Source: an optimization exercise on an open RTL-to-GDS flow (aim: a short achievable clock period and few clock cycles). Production flows keep margins and buffers that such runs may drop.
Power figures rest on the tool's default switching activity, not on a simulated workload.

==> trial 36 <==
==> flow/design.v <==
package riscv_pkg;
endpackage
`timescale 1ns/100ps
module riscv_cpu (
    input  logic                 clk,
    input  logic                 reset,
    input  logic [32-1:0]     instr,
    output logic [32-1:0]     pc,
    input  logic [32-1:0]     read_data,
    output logic                 dmem_rd_en,
    output logic                 dmem_wr_en,
    output logic [32-1:0]     dmem_addr,
    output logic [32-1:0]     dmem_wr_data,
    input  logic                 cache_stall
);
    function automatic logic sum_is_zero(input logic [31:0] x, input logic [31:0] y,
                                         input logic cin);
        logic [31:0] t;
        logic [31:0] g;
        t = x ^ y;
        g = x | y;
        sum_is_zero = (t[0] == cin) && ((t[31:1] ^ g[30:0]) == 31'd0);
    endfunction
    function automatic logic alu_is_zero(input logic [31:0] x, input logic [31:0] y,
                                         input logic op_add, input logic op_sub,
                                         input logic op_and, input logic op_or,
                                         input logic op_xor);
        alu_is_zero = (op_add && sum_is_zero(x, y, 1'b0))
                   || (op_sub && sum_is_zero(x, ~y, 1'b1))
                   || (op_and && ((x & y) == 32'd0))
                   || (op_or  && ((x | y) == 32'd0))
                   || (op_xor && (x == y));
    endfunction
    logic [31:0] pc_q;
    logic        f_valid;
    logic [31:0] f_instr;
    logic [31:0] f_pc;
    logic        d_wrd;       
    logic [4:0]  d_rd;
    logic        d_ld;
    logic        d_st;
    logic        d_br;        
    logic        d_ne;
    logic        d_add;
    logic        d_sub;
    logic        d_and;
    logic        d_or;
    logic        d_xor;
    logic [31:0] d_a;         
    logic [31:0] d_b;         
    logic [31:0] d_s;         
    logic [31:0] d_target;
    logic        fa_res, fa_ld;    
    logic        fb_res, fb_ld;
    logic        fs_res, fs_ld;
    logic        e_wrd;
    logic [4:0]  e_rd;
    logic        e_ld;
    logic        e_st;
    logic [31:0] e_res;
    logic [31:0] e_sd;
    logic        e_zero;      
    logic [31:0] regs [1:31];
    logic        zflag [1:31];
    assign pc           = pc_q;
    assign dmem_rd_en   = e_ld;
    assign dmem_wr_en   = e_st;
    assign dmem_addr    = e_res;
    assign dmem_wr_data = e_sd;
    logic [31:0] mem_val;
    logic        mem_zero;
    assign mem_val  = e_ld ? read_data : e_res;
    assign mem_zero = e_ld ? (read_data == 32'd0) : e_zero;
    always_ff @(posedge clk) begin
        if (e_wrd && !cache_stall) begin
            regs[e_rd]  <= mem_val;
            zflag[e_rd] <= mem_zero;
        end
    end
    logic [6:0] opc;
    logic [2:0] f3;
    logic [4:0] rd, rs1, rs2;
    logic       f3_alu;
    logic       is_op, is_opi, is_ld, is_st, is_br;
    logic       i_add, i_sub, i_and, i_or, i_xor;
    logic       wrd;
    logic [31:0] imm_i, imm_s, imm_b;
    assign opc = f_instr[6:0];
    assign f3  = f_instr[14:12];
    assign rd  = f_instr[11:7];
    assign rs1 = f_instr[19:15];
    assign rs2 = f_instr[24:20];
    assign f3_alu = f3 == 3'b000 || (f3[2] && f3[1:0] != 2'b01);
    assign is_op  = f_valid && opc == 7'b0110011 && f3_alu && f_instr[31] == 1'b0
                    && f_instr[29:25] == 5'd0 && (!f_instr[30] || f3 == 3'b000);
    assign is_opi = f_valid && opc == 7'b0010011 && f3_alu;
    assign is_ld  = f_valid && opc == 7'b0000011 && f3 == 3'b010;
    assign is_st  = f_valid && opc == 7'b0100011 && f3 == 3'b010;
    assign is_br  = f_valid && opc == 7'b1100011 && f3[2:1] == 2'b00;
    assign i_xor = f3 == 3'b100;
    assign i_or  = f3 == 3'b110;
    assign i_and = f3 == 3'b111;
    assign i_sub = is_op && f_instr[30];
    assign i_add = !(i_xor || i_or || i_and) && !i_sub;
    assign wrd = (is_op || is_opi || is_ld) && rd != 5'd0;
    assign imm_i = {{20{f_instr[31]}}, f_instr[31:20]};
    assign imm_s = {{20{f_instr[31]}}, f_instr[31:25], f_instr[11:7]};
    assign imm_b = {{19{f_instr[31]}}, f_instr[31], f_instr[7], f_instr[30:25],
                    f_instr[11:8], 1'b0};
    logic [31:0] rv1, rv2;
    assign rv1 = (rs1 == 5'd0) ? 32'd0 : (e_wrd && e_rd == rs1) ? mem_val : regs[rs1];
    assign rv2 = (rs2 == 5'd0) ? 32'd0 : (e_wrd && e_rd == rs2) ? mem_val : regs[rs2];
    logic m1, m2;
    assign m1 = d_wrd && d_rd == rs1;
    assign m2 = d_wrd && d_rd == rs2;
    logic [31:0] id_target;
    assign id_target = f_pc + imm_b;
    logic [31:0] ex_a, ex_b, ex_s, ex_bx, ex_sum, ex_res;
    assign ex_a  = fa_ld ? read_data : fa_res ? e_res : d_a;
    assign ex_b  = fb_ld ? read_data : fb_res ? e_res : d_b;
    assign ex_s  = fs_ld ? read_data : fs_res ? e_res : d_s;
    assign ex_bx = d_sub ? ~ex_b : ex_b;
    assign ex_sum = ex_a + ex_bx + {31'd0, d_sub};
    assign ex_res = ({32{d_add || d_sub}} & ex_sum)
                  | ({32{d_and}} & (ex_a & ex_b))
                  | ({32{d_or}}  & (ex_a | ex_b))
                  | ({32{d_xor}} & (ex_a ^ ex_b));
    logic ex_zero;
    assign ex_zero = alu_is_zero(ex_a, ex_b, d_add, d_sub, d_and, d_or, d_xor);
    logic ex_redirect;
    assign ex_redirect = d_br && ((ex_a == ex_s) != d_ne);
    logic [4:0]  r;
    logic        br_z1, br_z2;
    logic        hit_ex, hit_mem;
    logic        z_ex, z_val;
    logic        id_ok;
    logic        id_redirect;
    logic [31:0] ea_early, eb_early;
    assign br_z1 = rs1 == 5'd0;
    assign br_z2 = rs2 == 5'd0;
    assign r     = br_z1 ? rs2 : rs1;
    assign hit_ex  = d_wrd && d_rd == r;
    assign hit_mem = e_wrd && e_rd == r;
    assign ea_early = fa_res ? e_res : d_a;
    assign eb_early = fb_res ? e_res : d_b;
    assign z_ex  = alu_is_zero(ea_early, eb_early, d_add, d_sub, d_and, d_or, d_xor);
    assign z_val = (r == 5'd0) ? 1'b1 : hit_ex ? z_ex : hit_mem ? mem_zero : zflag[r];
    assign id_ok = (br_z1 || br_z2) && !(hit_ex && (d_ld || fa_ld || fb_ld));
    assign id_redirect = is_br && id_ok && (z_val != f3[0]);
    always_ff @(posedge clk) begin
        if (reset) begin
            pc_q    <= 32'h0000_0000;
            f_valid <= 1'b0;
        end else if (!cache_stall) begin
            if (ex_redirect) begin
                pc_q <= d_target;
            end else if (id_redirect) begin
                pc_q <= id_target;
            end else begin
                pc_q <= pc_q + 32'd4;
            end
            f_valid <= !(ex_redirect || id_redirect);
        end
    end
    always_ff @(posedge clk) begin
        if (!cache_stall) begin
            f_instr <= instr;
            f_pc    <= pc_q;
        end
    end
    always_ff @(posedge clk) begin
        if (reset || (!cache_stall && ex_redirect)) begin
            d_wrd <= 1'b0;
            d_ld  <= 1'b0;
            d_st  <= 1'b0;
            d_br  <= 1'b0;
        end else if (!cache_stall) begin
            d_wrd <= wrd;
            d_ld  <= is_ld;
            d_st  <= is_st;
            d_br  <= is_br && !id_ok;
        end
    end
    always_ff @(posedge clk) begin
        if (!cache_stall) begin
            d_rd     <= rd;
            d_ne     <= f3[0];
            d_add    <= i_add;
            d_sub    <= i_sub;
            d_and    <= i_and;
            d_or     <= i_or;
            d_xor    <= i_xor;
            d_a      <= rv1;
            d_b      <= is_op ? rv2 : is_st ? imm_s : imm_i;
            d_s      <= rv2;
            d_target <= id_target;
            fa_res   <= m1 && !d_ld;
            fa_ld    <= m1 && d_ld;
            fb_res   <= m2 && is_op && !d_ld;
            fb_ld    <= m2 && is_op && d_ld;
            fs_res   <= m2 && !d_ld;
            fs_ld    <= m2 && d_ld;
        end
    end
    always_ff @(posedge clk) begin
        if (reset) begin
            e_wrd <= 1'b0;
            e_ld  <= 1'b0;
            e_st  <= 1'b0;
        end else if (!cache_stall) begin
            e_wrd <= d_wrd;
            e_ld  <= d_ld;
            e_st  <= d_st;
        end
    end
    always_ff @(posedge clk) begin
        if (!cache_stall) begin
            e_rd   <= d_rd;
            e_res  <= ex_res;
            e_sd   <= ex_s;
            e_zero <= ex_zero;
        end
    end
endmodule
==> flow/run.sh <==
#!/bin/bash
# synth_recipe.tcl (not shown) runs the flow's synth.tcl, then flattens the netlist and writes it again
# the make line also repeats each setting of config.mk as NAME=value (left out here)
make -C /OpenROAD-flow-scripts/flow DESIGN_CONFIG=/design/flow/config.mk WORK_HOME=/design/flow/orfs CLKGATE_MAP_FILE= SYNTH_SCRIPT=/design/flow/synth_recipe.tcl finish
==> flow/config.mk <==
export PLATFORM = sky130hd
export DESIGN_NAME = riscv_cpu
export DESIGN_NICKNAME = riscv_cpu
export VERILOG_FILES = /design/flow/design.v
export SDC_FILE = /design/flow/constraint.sdc
export NUM_CORES = 4
export LEC_CHECK = 0
export ABC_CLOCK_PERIOD_IN_PS = 2500
export CAP_MARGIN = 20
export CORE_MARGIN = 2
export CORE_UTILIZATION = 40
export PLACE_DENSITY = 0.6
export SETUP_SLACK_MARGIN = 4.5
export SLEW_MARGIN = 20
export TNS_END_PERCENT = 5
==> flow/constraint.sdc <==
create_clock -name core_clock -period 7.5 [get_ports {clk}]
set_input_delay 1.5000 -clock core_clock [delete_from_list [all_inputs] [get_ports {clk}]]
set_output_delay 1.5000 -clock core_clock [all_outputs]
set_load 0.01 [all_outputs]
==> inputs of build 7, as changes to trial 36 <==
==> flow/design.v, changed modules only <==
module riscv_cpu (
    input  logic                 clk,
    input  logic                 reset,
    input  logic [32-1:0]     instr,
    output logic [32-1:0]     pc,
    input  logic [32-1:0]     read_data,
    output logic                 dmem_rd_en,
    output logic                 dmem_wr_en,
    output logic [32-1:0]     dmem_addr,
    output logic [32-1:0]     dmem_wr_data,
    input  logic                 cache_stall
);
    function automatic logic sum_is_zero(input logic [31:0] x, input logic [31:0] y,
                                         input logic cin);
        logic [31:0] t;
        logic [31:0] g;
        t = x ^ y;
        g = x | y;
        sum_is_zero = (t[0] == cin) && ((t[31:1] ^ g[30:0]) == 31'd0);
    endfunction
    function automatic logic alu_is_zero(input logic [31:0] x, input logic [31:0] y,
                                         input logic op_add, input logic op_sub,
                                         input logic op_and, input logic op_or,
                                         input logic op_xor);
        alu_is_zero = (op_add && sum_is_zero(x, y, 1'b0))
                   || (op_sub && sum_is_zero(x, ~y, 1'b1))
                   || (op_and && ((x & y) == 32'd0))
                   || (op_or  && ((x | y) == 32'd0))
                   || (op_xor && (x == y));
    endfunction
    logic [31:0] pc_q;
    localparam int BTB_N = 4;
    logic [BTB_N-1:0] btb_v;
    logic [9:0]       btb_tag [BTB_N];
    logic [31:0]      btb_tgt [BTB_N];
    logic [BTB_N-1:0] btb_ptr;    
    logic        f_valid;
    logic        f_pred;
    logic [BTB_N-1:0] f_hit;
    logic [31:0] f_instr;
    logic [31:0] f_pc;
    logic        d_wrd;       
    logic [4:0]  d_rd;
    logic        d_ld;
    logic        d_st;
    logic        d_br;        
    logic        d_ne;
    logic        d_add;
    logic        d_sub;
    logic        d_and;
    logic        d_or;
    logic        d_xor;
    logic [31:0] d_a;         
    logic [31:0] d_b;         
    logic [31:0] d_s;         
    logic [31:0] d_target;
    logic [31:0] d_pc;
    logic [31:0] d_fix;       
    logic        d_pred;
    logic        d_bwd;       
    logic [BTB_N-1:0] d_hit;
    logic        fa_res, fa_ld;    
    logic        fb_res, fb_ld;
    logic        fs_res, fs_ld;
    logic [3:0]  fsel;        
    logic        e_wrd;
    logic [4:0]  e_rd;
    logic        e_ld;
    logic        e_st;
    logic [31:0] e_res;
    logic [31:0] e_sd;
    logic        e_zero;      
    logic [31:0] regs [1:31];
    logic        zflag [1:31];
    assign pc           = pc_q;
    assign dmem_rd_en   = e_ld;
    assign dmem_wr_en   = e_st;
    assign dmem_addr    = e_res;
    assign dmem_wr_data = e_sd;
    logic [31:0] mem_val;
    logic        mem_zero;
    assign mem_val  = e_ld ? read_data : e_res;
    assign mem_zero = e_ld ? (read_data == 32'd0) : e_zero;
    always_ff @(posedge clk) begin
        if (e_wrd && !cache_stall) begin
            regs[e_rd]  <= mem_val;
            zflag[e_rd] <= mem_zero;
        end
    end
    logic [6:0] opc;
    logic [2:0] f3;
    logic [4:0] rd, rs1, rs2;
    logic       f3_alu;
    logic       is_op, is_opi, is_ld, is_st, is_br;
    logic       i_add, i_sub, i_and, i_or, i_xor;
    logic       wrd;
    logic [31:0] imm_i, imm_s, imm_b;
    assign opc = f_instr[6:0];
    assign f3  = f_instr[14:12];
    assign rd  = f_instr[11:7];
    assign rs1 = f_instr[19:15];
    assign rs2 = f_instr[24:20];
    assign f3_alu = f3 == 3'b000 || (f3[2] && f3[1:0] != 2'b01);
    assign is_op  = f_valid && opc == 7'b0110011 && f3_alu && f_instr[31] == 1'b0
                    && f_instr[29:25] == 5'd0 && (!f_instr[30] || f3 == 3'b000);
    assign is_opi = f_valid && opc == 7'b0010011 && f3_alu;
    assign is_ld  = f_valid && opc == 7'b0000011 && f3 == 3'b010;
    assign is_st  = f_valid && opc == 7'b0100011 && f3 == 3'b010;
    assign is_br  = f_valid && opc == 7'b1100011 && f3[2:1] == 2'b00;
    assign i_xor = f3 == 3'b100;
    assign i_or  = f3 == 3'b110;
    assign i_and = f3 == 3'b111;
    assign i_sub = is_op && f_instr[30];
    assign i_add = !(i_xor || i_or || i_and) && !i_sub;
    assign wrd = (is_op || is_opi || is_ld) && rd != 5'd0;
    assign imm_i = {{20{f_instr[31]}}, f_instr[31:20]};
    assign imm_s = {{20{f_instr[31]}}, f_instr[31:25], f_instr[11:7]};
    assign imm_b = {{19{f_instr[31]}}, f_instr[31], f_instr[7], f_instr[30:25],
                    f_instr[11:8], 1'b0};
    logic [31:0] rv1, rv2;
    assign rv1 = (rs1 == 5'd0) ? 32'd0 : (e_wrd && e_rd == rs1) ? mem_val : regs[rs1];
    assign rv2 = (rs2 == 5'd0) ? 32'd0 : (e_wrd && e_rd == rs2) ? mem_val : regs[rs2];
    logic m1, m2;
    assign m1 = d_wrd && d_rd == rs1;
    assign m2 = d_wrd && d_rd == rs2;
    logic [31:0] id_target;
    logic [31:0] id_pc4;
    assign id_target = f_pc + imm_b;
    assign id_pc4    = f_pc + 32'd4;
    logic [BTB_N-1:0] hit;
    logic             btb_hit;
    logic [31:0]      btb_target;
    logic             pc_hi_zero;
    assign pc_hi_zero = pc_q[31:10] == 22'd0;
    always_comb begin
        btb_target = 32'd0;
        for (int i = 0; i < BTB_N; i++) begin
            hit[i] = btb_v[i] && pc_hi_zero && btb_tag[i] == pc_q[9:0];
            btb_target = btb_target | ({32{hit[i]}} & btb_tgt[i]);
        end
    end
    assign btb_hit = |hit;
    logic [31:0] ex_a, ex_b, ex_s, ex_bx, ex_sum, ex_res;
    assign ex_a  = fa_ld ? read_data : fa_res ? e_res : d_a;
    assign ex_b  = fb_ld ? read_data : fb_res ? e_res : d_b;
    assign ex_s  = fs_ld ? read_data : fs_res ? e_res : d_s;
    assign ex_bx = d_sub ? ~ex_b : ex_b;
    assign ex_sum = ex_a + ex_bx + {31'd0, d_sub};
    assign ex_res = ({32{d_add || d_sub}} & ex_sum)
                  | ({32{d_and}} & (ex_a & ex_b))
                  | ({32{d_or}}  & (ex_a | ex_b))
                  | ({32{d_xor}} & (ex_a ^ ex_b));
    logic ex_zero;
    assign ex_zero = alu_is_zero(ex_a, ex_b, d_add, d_sub, d_and, d_or, d_xor);
    logic ex_taken, ex_redirect;
    assign ex_taken    = (ex_a == ex_s) != d_ne;
    assign ex_redirect = d_br && (ex_taken != d_pred);
    logic [4:0]  r;
    logic        br_z1, br_z2;
    logic        hit_ex, hit_mem;
    logic        z_ex, z_val;
    logic        id_ok;
    logic        id_redirect;
    logic        z_00, z_10, z_01, z_11;
    assign br_z1 = rs1 == 5'd0;
    assign br_z2 = rs2 == 5'd0;
    assign r     = br_z1 ? rs2 : rs1;
    assign hit_ex  = d_wrd && d_rd == r;
    assign hit_mem = e_wrd && e_rd == r;
    assign z_00 = alu_is_zero(d_a,   d_b,   d_add, d_sub, d_and, d_or, d_xor);
    assign z_10 = alu_is_zero(e_res, d_b,   d_add, d_sub, d_and, d_or, d_xor);
    assign z_01 = alu_is_zero(d_a,   e_res, d_add, d_sub, d_and, d_or, d_xor);
    assign z_11 = alu_is_zero(e_res, e_res, d_add, d_sub, d_and, d_or, d_xor);
    assign z_ex = (fsel[0] && z_00) || (fsel[1] && z_10) || (fsel[2] && z_01)
               || (fsel[3] && z_11);
    assign z_val = (r == 5'd0) ? 1'b1 : hit_ex ? z_ex : hit_mem ? e_zero : zflag[r];
    assign id_ok = (br_z1 || br_z2) && !(hit_ex && (d_ld || fa_ld || fb_ld))
                && !(!hit_ex && hit_mem && e_ld);
    logic id_taken;
    assign id_taken    = z_val != f3[0];
    assign id_redirect = (is_br && id_ok && (id_taken != f_pred))
                      || (f_valid && f_pred && !is_br);
    logic             btb_ins, btb_inv;
    logic [9:0]       ins_tag;
    logic [31:0]      ins_tgt;
    logic [BTB_N-1:0] inv_hit;
    always_comb begin
        btb_ins = 1'b0;
        btb_inv = 1'b0;
        ins_tag = f_pc[9:0];
        ins_tgt = id_target;
        inv_hit = f_hit;
        if (ex_redirect) begin
            btb_ins = ex_taken && (1'b1 || d_bwd);
            btb_inv = !ex_taken;
            ins_tag = d_pc[9:0];
            ins_tgt = d_target;
            inv_hit = d_hit;
        end else if (id_redirect) begin
            btb_ins = !f_pred && (1'b1 || imm_b[31]);
            btb_inv = f_pred;
        end
    end
    always_ff @(posedge clk) begin
        if (reset) begin
            btb_v   <= '0;
            btb_ptr <= BTB_N'(1);
        end else if (!cache_stall) begin
            if (btb_ins) begin
                btb_v   <= btb_v | btb_ptr;
                btb_ptr <= {btb_ptr[BTB_N-2:0], btb_ptr[BTB_N-1]};
            end else if (btb_inv) begin
                btb_v   <= btb_v & ~inv_hit;
            end
        end
    end
    always_ff @(posedge clk) begin
        if (!cache_stall && btb_ins) begin
            for (int i = 0; i < BTB_N; i++) begin
                if (btb_ptr[i]) begin
                    btb_tag[i] <= ins_tag;
                    btb_tgt[i] <= ins_tgt;
                end
            end
        end
    end
    always_ff @(posedge clk) begin
        if (reset) begin
            pc_q    <= 32'h0000_0000;
            f_valid <= 1'b0;
        end else if (!cache_stall) begin
            if (ex_redirect) begin
                pc_q <= d_fix;
            end else if (id_redirect) begin
                pc_q <= f_pred ? id_pc4 : id_target;
            end else if (btb_hit) begin
                pc_q <= btb_target;
            end else begin
                pc_q <= pc_q + 32'd4;
            end
            f_valid <= !(ex_redirect || id_redirect);
        end
    end
    always_ff @(posedge clk) begin
        if (!cache_stall) begin
            f_instr <= instr;
            f_pc    <= pc_q;
            f_pred  <= btb_hit;
            f_hit   <= hit;
        end
    end
    always_ff @(posedge clk) begin
        if (reset || (!cache_stall && ex_redirect)) begin
            d_wrd <= 1'b0;
            d_ld  <= 1'b0;
            d_st  <= 1'b0;
            d_br  <= 1'b0;
        end else if (!cache_stall) begin
            d_wrd <= wrd;
            d_ld  <= is_ld;
            d_st  <= is_st;
            d_br  <= is_br && !id_ok;
        end
    end
    always_ff @(posedge clk) begin
        if (!cache_stall) begin
            d_rd     <= rd;
            d_ne     <= f3[0];
            d_add    <= i_add;
            d_sub    <= i_sub;
            d_and    <= i_and;
            d_or     <= i_or;
            d_xor    <= i_xor;
            d_a      <= rv1;
            d_b      <= is_op ? rv2 : is_st ? imm_s : imm_i;
            d_s      <= rv2;
            d_target <= id_target;
            d_pc     <= f_pc;
            d_fix    <= f_pred ? id_pc4 : id_target;
            d_pred   <= f_pred;
            d_bwd    <= imm_b[31];
            d_hit    <= f_hit;
            fa_res   <= m1 && !d_ld;
            fa_ld    <= m1 && d_ld;
            fb_res   <= m2 && is_op && !d_ld;
            fb_ld    <= m2 && is_op && d_ld;
            fs_res   <= m2 && !d_ld;
            fs_ld    <= m2 && d_ld;
            fsel[0]  <= !(m1 && !d_ld) && !(m2 && is_op && !d_ld);
            fsel[1]  <=  (m1 && !d_ld) && !(m2 && is_op && !d_ld);
            fsel[2]  <= !(m1 && !d_ld) &&  (m2 && is_op && !d_ld);
            fsel[3]  <=  (m1 && !d_ld) &&  (m2 && is_op && !d_ld);
        end
    end
    always_ff @(posedge clk) begin
        if (reset) begin
            e_wrd <= 1'b0;
            e_ld  <= 1'b0;
            e_st  <= 1'b0;
        end else if (!cache_stall) begin
            e_wrd <= d_wrd;
            e_ld  <= d_ld;
            e_st  <= d_st;
        end
    end
    always_ff @(posedge clk) begin
        if (!cache_stall) begin
            e_rd   <= d_rd;
            e_res  <= ex_res;
            e_sd   <= ex_s;
            e_zero <= ex_zero;
        end
    end
endmodule
==> qor summary <==
Final Critical Period: trial 36 4400 ps; build 7 4420 ps
Switching portion of total power: trial 36 0.298; build 7 0.309
TritonCTS sink count: trial 36 1347; build 7 1573
Met1 layer usage reported by global route: trial 36 0.360; build 7 0.408
Xor-xnor portion of the synthesized cell area: trial 36 0.0343; build 7 0.0488
Status: trial 36 complete, no violations; build 7 complete, no violations
Width of the die: trial 36 428 um; build 7 467 um
Worst slew margin: trial 36 0.212; build 7 0.214
Total power of the final layout: trial 36 21.2 mW; build 7 25.2 mW
M1 wire length: trial 36 98200 um; build 7 131000 um
Logic gate share of total power: trial 36 0.231; build 7 0.241
Power density cells: trial 36 247 mW/mm2; build 7 245 mW/mm2
Final non-clock buffer share: trial 36 0.0580; build 7 0.0666
Power of the combinational group: trial 36 4.89 mW; build 7 6.05 mW
CP Capture Point: trial 36 e_res[31]; build 7 btb_tgt[2][11]
Number of enable flip-flop cells after synthesis: trial 36 1302; build 7 1520
CP Depth: trial 36 16; build 7 13
Amount of wire on met2 after detailed routing: trial 36 119000 um; build 7 145000 um
Power dissipated in sequential cells: trial 36 9.04 mW; build 7 10.6 mW
Launch instance of the worst min-delay path: trial 36 f_pc[0]; build 7 f_hit[3]
Syn Std Cell Area: trial 36 0.0718 mm2; build 7 0.0857 mm2
Synthesized net count: trial 36 5088; build 7 6533
Number of antenna repair diodes: trial 36 4; build 7 12
Area growth from synthesis to layout: trial 36 19.6%; build 7 19.7%
Clock latency of the later-clocked register in the worst-skew pair: trial 36 830 ps; build 7 870 ps
Fraction of the mapped netlist area in simple logic gates: trial 36 0.0461; build 7 0.0645
No run of this note included a check of the RTL's function; only the layout flow was run.

[port drivers added, routing unchanged]
Ports are ideal in the flow. The routed layouts listed here were re-timed in OpenROAD. Step 1 assumes that a clkbuf_16 drives the clock port and a buf_2 every other input. Step 2 times the ports against the registers' clock, not the clock port: input delays grow and output delays shrink by t, the midpoint of the rising clock arrivals with the driver on. Slacks: ideal / step 1 / step 2; pairs: ideal / step 1.
run | t (ns) | setup slack, ns | worst hold slack (ns) | worst register clock-pin slew, ns
trial 36 | 0.893 | 3.103 / 3.103 / 2.217 | 0.455 / 0.455 / 0.455 | 0.07 / 0.07
build 7 | 0.914 | 3.077 / 3.087 / 2.224 | 0.457 / 0.457 / 0.457 | 0.07 / 0.07
After both steps setup and hold are still met in every run listed. The setup slack of trial 36, which loses most, moves by 0.000 ns with the drivers and by -0.886 ns with both steps.
